Background: an optimization exercise with open tools, aiming at small area, a short achievable clock period and few clock cycles. Do not read the settings as production practice. Only simulation tests tie the RTL to the original design; equivalence was not proved. No activity file was given, so power comes from the tool's default toggle rates.

==> flow/design.v <==
package dcache_geom_pkg;
    parameter int NUM_SETS      = 8;
    parameter int WORDS_PER_BLK = 2;
    typedef logic [31:0] word_t;
    typedef logic [25:0] tag_t;
    typedef logic [2:0]  set_idx_t;
    typedef logic [0:0]  blk_off_t;
    typedef logic way_t;
    typedef struct packed {
        tag_t       tag;
        set_idx_t   idx;
        blk_off_t   blkoff;
        logic [1:0] bytoff;
    } dcache_addr_t;
    typedef struct packed {
        logic                         valid;
        logic                         dirty;
        tag_t                         tag;
        word_t [WORDS_PER_BLK-1:0]    data;
    } frame_t;
endpackage
package dcache_bus_pkg;
    typedef struct packed {
        logic  ren;
        logic  wen;
        logic [31:0] addr;
        logic [31:0] wdata;
    } dp_req_t;
    typedef struct packed {
        logic  hit;
        logic [31:0] rdata;
    } dp_rsp_t;
    typedef struct packed {
        logic  ren;
        logic  wen;
        logic [31:0] addr;
        logic [31:0] wdata;
    } mem_req_t;
    typedef struct packed {
        logic  busy;
        logic [31:0] rdata;
    } mem_rsp_t;
endpackage
`timescale 1ns/1ps
module dcache (
    input  logic        clk,
    input  logic        rst_n,
    input  logic        dp_ren,
    input  logic        dp_wen,
    input  logic [31:0] dp_addr,
    input  logic [31:0] dp_wdata,
    output logic        dp_hit,
    output logic [31:0] dp_rdata,
    input  logic        halt,
    output logic        flushed,
    output logic        mem_ren,
    output logic        mem_wen,
    output logic [31:0] mem_addr,
    output logic [31:0] mem_wdata,
    input  logic        mem_busy,
    input  logic [31:0] mem_rdata
);
    localparam logic [2:0] S_IDLE = 3'd0;    
    localparam logic [2:0] S_FR   = 3'd1;    
    localparam logic [2:0] S_WB0  = 3'd2;    
    localparam logic [2:0] S_WB1  = 3'd3;    
    localparam logic [2:0] S_FO   = 3'd4;    
    localparam logic [2:0] S_FS   = 3'd5;    
    localparam logic [2:0] S_FW0  = 3'd6;    
    localparam logic [2:0] S_FW1  = 3'd7;    
    logic [15:0] valid_q, dirty_q;
    logic [7:0]  recent_q;                   
    logic [25:0] tag_q [16];
    logic [31:0] dat_q [32];
    logic [2:0]  state_q;
    logic        hit_q;                      
    logic        flushed_q;
    logic        mem_ren_q, mem_wen_q;
    logic [29:0] mem_addr_q;                 
    logic [31:0] mem_wdata_q;
    logic [31:0] rdata_q;
    logic [2:0]  acc_set;                    
    logic        acc_rec, acc_mru;           
    logic        sw_q;                       
    logic        acc_off, acc_wen;
    logic        vdirty_q;                   
    logic [4:0]  rsel_q;                     
    wire idle = (state_q == S_IDLE);
    wire req  = dp_ren || dp_wen;
    wire go   = idle && !hit_q && !sw_q && req;
    wire go_h = idle && !hit_q && !sw_q && halt;
    wire [25:0] a_tag = dp_addr[31:6];
    wire [2:0]  a_set = dp_addr[5:3];
    wire        a_off = dp_addr[2];
    logic [15:0] fsel, fmru, fhit;
    always_comb begin
        for (int f = 0; f < 16; f++) begin
            fsel[f] = valid_q[f] && (a_set == 3'(f));
            fmru[f] = (recent_q[f % 8] == (f >= 8));
            fhit[f] = fsel[f] && (tag_q[f] == a_tag);
        end
    end
    wire m0      = |fhit[7:0];
    wire m1      = |fhit[15:8];
    wire hit     = |fhit;
    wire mru_hit = |(fhit & fmru);
    wire lru_hit = |(fhit & ~fmru);
    wire a_rec   = recent_q[a_set];
    wire vway    = ~a_rec;
    wire answer  = mru_hit || (dp_wen && lru_hit);
    wire [7:0] rview = recent_q ^ {8{sw_q}};
    wire [3:0] acc_f = {acc_mru ? acc_rec : ~acc_rec, acc_set};
    logic [31:0] wsel_oh;
    logic [31:0] wsel;
    always_comb begin
        wsel = '0;
        for (int i = 0; i < 32; i++) begin
            wsel_oh[i] = idle ? (a_set == 3'(i / 2 % 8) && a_off == i[0] && rview[i / 2 % 8] == (i >= 16))
                              : (rsel_q == 5'(i));
            wsel = wsel | ({32{wsel_oh[i]}} & dat_q[i]);
        end
    end
    wire [25:0] tsel = tag_q[rsel_q[4:1]];
    logic [3:0] pf;
    logic       any_dirty;
    always_comb begin
        pf = 4'd0;
        for (int f = 15; f >= 0; f--) if (dirty_q[f]) pf = 4'(f);
        any_dirty = |dirty_q;
    end
    wire done_w = !mem_busy;
    always_ff @(posedge clk, negedge rst_n) begin
        if (!rst_n) begin
            state_q   <= S_IDLE;
            hit_q     <= 1'b0;
            sw_q      <= 1'b0;
            flushed_q <= 1'b0;
            mem_ren_q <= 1'b0;
            mem_wen_q <= 1'b0;
        end else begin
            hit_q <= sw_q;
            sw_q  <= 1'b0;
            case (state_q)
                S_IDLE: begin
                    if (go) begin
                        if (answer) begin
                            hit_q <= 1'b1;
                        end else if (hit) begin
                            sw_q <= 1'b1;
                        end else begin
                            mem_ren_q <= 1'b1;
                            state_q   <= S_FR;
                        end
                    end else if (go_h) begin
                        if (any_dirty) begin
                            state_q <= S_FS;
                        end else begin
                            flushed_q <= 1'b1;
                            state_q   <= S_FW0;
                        end
                    end
                end
                S_FR: if (done_w) begin
                    if (vdirty_q) begin
                        mem_ren_q <= 1'b0;
                        mem_wen_q <= 1'b1;
                        state_q   <= S_WB0;
                    end else begin
                        state_q   <= S_FO;
                    end
                end
                S_WB0: if (done_w) state_q <= S_WB1;
                S_WB1: if (done_w) begin
                    mem_wen_q <= 1'b0;
                    mem_ren_q <= 1'b1;
                    state_q   <= S_FO;
                end
                S_FO: if (done_w) begin
                    mem_ren_q <= 1'b0;
                    hit_q     <= 1'b1;
                    state_q   <= S_IDLE;
                end
                S_FS: begin
                    mem_wen_q <= 1'b1;
                    state_q   <= S_FW0;
                end
                S_FW0: if (done_w && !flushed_q) state_q <= S_FW1;
                S_FW1: if (done_w) begin
                    if (!any_dirty) begin
                        mem_wen_q <= 1'b0;
                        flushed_q <= 1'b1;
                    end
                    state_q <= S_FW0;
                end
                default: state_q <= S_IDLE;
            endcase
        end
    end
    always_ff @(posedge clk) begin
        if (idle) begin
            acc_set    <= a_set;
            acc_rec    <= a_rec;
            acc_mru    <= mru_hit;
            acc_off    <= a_off;
            acc_wen    <= dp_wen;
            vdirty_q   <= dirty_q[{vway, a_set}];
            mem_addr_q <= {a_tag, a_set, a_off};
            rsel_q     <= halt ? {pf, 1'b0} : {vway, a_set, a_off};
        end else begin
            case (state_q)
                S_FR: if (done_w) begin
                    if (vdirty_q) mem_addr_q <= {tsel, rsel_q[3:0]};
                    else mem_addr_q[0] <= ~mem_addr_q[0];
                    rsel_q[0] <= ~rsel_q[0];
                end
                S_WB0, S_FW0: if (done_w) mem_addr_q[0] <= ~mem_addr_q[0];
                S_WB1: if (done_w) mem_addr_q <= {a_tag, a_set, ~a_off};
                S_FS: begin
                    mem_addr_q <= {tsel, rsel_q[3:0]};
                    rsel_q[0]  <= 1'b1;
                end
                S_FW1: if (done_w) begin
                    mem_addr_q <= {tsel, rsel_q[3:0]};
                    rsel_q[0]  <= 1'b1;
                end
                default: ;
            endcase
            if (state_q == S_FW0 && done_w) rsel_q <= {pf, 1'b0};
        end
        if (!idle && (!mem_busy || state_q == S_FS)) mem_wdata_q <= wsel;
        if (idle) rdata_q <= wsel;
        else if (state_q == S_FR) rdata_q <= mem_rdata;
    end
    wire fill = (state_q == S_FO);
    wire [31:0] wbus = fill ? mem_rdata : (acc_wen ? dp_wdata : rdata_q);
    wire flush_pick = (state_q == S_FS) || (state_q == S_FW1 && done_w);
    for (genvar f = 0; f < 16; f++) begin : g_frame
        wire sel = (acc_f == 4'(f));
        for (genvar w = 0; w < 2; w++) begin : g_word
            wire we = sel && (fill ? (acc_off != w[0]) : (hit_q && acc_off == w[0]));
            always_ff @(posedge clk) begin
                if (we) dat_q[2*f+w] <= wbus;
            end
        end
        always_ff @(posedge clk) begin
            if (fill && sel) tag_q[f] <= mem_addr_q[29:4];
        end
        always_ff @(posedge clk, negedge rst_n) begin
            if (!rst_n) begin
                valid_q[f] <= 1'b0;
                dirty_q[f] <= 1'b0;
            end else begin
                if (fill && sel) begin
                    valid_q[f] <= 1'b1;
                    dirty_q[f] <= 1'b0;
                end else if (hit_q && acc_wen && sel) begin
                    dirty_q[f] <= 1'b1;
                end else if (flush_pick && rsel_q[4:1] == 4'(f)) begin
                    dirty_q[f] <= 1'b0;
                end
            end
        end
    end
    always_ff @(posedge clk, negedge rst_n) begin
        if (!rst_n) begin
            recent_q <= '0;
        end else if (hit_q) begin
            recent_q[acc_f[2:0]] <= acc_f[3];
        end
    end
    assign dp_hit    = hit_q;
    assign dp_rdata  = rdata_q;
    assign flushed   = flushed_q;
    assign mem_ren   = mem_ren_q;
    assign mem_wen   = mem_wen_q;
    assign mem_addr  = {mem_addr_q, 2'b00};
    assign mem_wdata = mem_wdata_q;
endmodule
clock: 10.0 ns
lec_check: 0
cap_margin: 20
core_margin: 2
core_utilization: 55
slew_margin: 20
standard.sh (not shown) runs the stock make flow with config.mk's settings and CLKGATE_MAP_FILE= SYNTH_SCRIPT=/design/flow/synth_recipe.tcl, a recipe that flattens the netlist after the stock synthesis.
==> flow/flow/run.sh <==
#!/bin/bash
set -euo pipefail
bash standard.sh SETUP_SLACK_MARGIN=6.2 finish > standard.log 2>&1
Testbench counts at the start, summed over its fixed seeds: cycles 11,253.
Then changed:
==> flow/flow/run.sh (replaced) <==
#!/bin/bash
set -euo pipefail
bash standard.sh SETUP_SLACK_MARGIN=6.4 finish > standard.log 2>&1
--- a/flow/config.mk
+++ b/flow/config.mk
@@ -8,4 +8,7 @@
 export CAP_MARGIN = 20
 export CORE_MARGIN = 2
-export CORE_UTILIZATION = 55
+export CORE_UTILIZATION = 65
+export CTS_BUF_LIST = sky130_fd_sc_hd__clkbuf_8
+export PLACE_DENSITY = 0.72
 export SLEW_MARGIN = 20
+export TNS_END_PERCENT = 10
Cell area decreases by a few percent.
Clock-buffer cell count rose by 35.
Worst hold slack stays flat.
Total power falls by a few percent.
Area after synthesis does not change.
Wire length went down by a few percent.
Critical path depth goes down by 2.
Clock power fell by roughly a tenth.
Fmax climbs by a few percent.
Then changed:
--- a/flow/config.mk
+++ b/flow/config.mk
@@ -8,7 +8,5 @@
 export CAP_MARGIN = 20
 export CORE_MARGIN = 2
-export CORE_UTILIZATION = 65
+export CORE_UTILIZATION = 55
 export CTS_BUF_LIST = sky130_fd_sc_hd__clkbuf_8
-export PLACE_DENSITY = 0.72
 export SLEW_MARGIN = 20
-export TNS_END_PERCENT = 10
What happened:
- flip-flop and latch count is unchanged
- worst setup slack gets worse by 0.0034 ns
- cell area rises slightly
- register-to-register slack gets better by 0.03 ns
- global-route usage falls by 6.4 points
- via count falls by a few percent
- die area rises by about a fifth
- non-clock buffer count rises by 37
Then changed:
--- a/flow/config.mk
+++ b/flow/config.mk
@@ -9,4 +9,3 @@
 export CORE_MARGIN = 2
 export CORE_UTILIZATION = 55
-export CTS_BUF_LIST = sky130_fd_sc_hd__clkbuf_8
 export SLEW_MARGIN = 20
=>
- The changed run finished with timing, DRC and antenna clean
- power increases by a few percent
- worst hold slack hardly moves
- wire length stays flat
- global-route usage rose by 0.98 points
- cell count falls by a few percent
- core utilization came out higher by 0.73 points
- sequential share of layout area is lower by 0.61 points
- non-clock buffer count falls by 36

what the ideal ports hide:
The results above use ideal ports. As a check the final layouts listed here were re-extracted and re-timed, cells and wires unchanged.
Step 1 sets driving cells, clkbuf_16 on the clock port and buf_2 on the other inputs (assumed; they add their load-dependent delay and slew).
Step 2 moves the port delays by t, midway between the first and last clock arrival at a register: inputs arrive t later, outputs are due t later. That takes back most of the time a late clock gives input paths.
Slacks: no drivers / after step 1 / after step 2; pairs: no drivers / after step 1.
run | t (ns) | setup WS [ns] | worst register clock-pin slew, ns
the first run | 0.858 | 6.068 / 6.084 / 5.226 | 0.08 / 0.08
the second run | 1.022 | 6.167 / 6.178 / 5.156 | 0.08 / 0.08
the third run | 1.014 | 6.164 / 6.175 / 5.164 | 0.07 / 0.07
the fourth run | 0.859 | 6.050 / 6.073 / 5.215 | 0.06 / 0.06
After both steps every run listed still meets setup and hold. For the second run, which loses most, drivers alone change the setup slack by +0.011 ns; drivers and shift together by -1.011 ns.
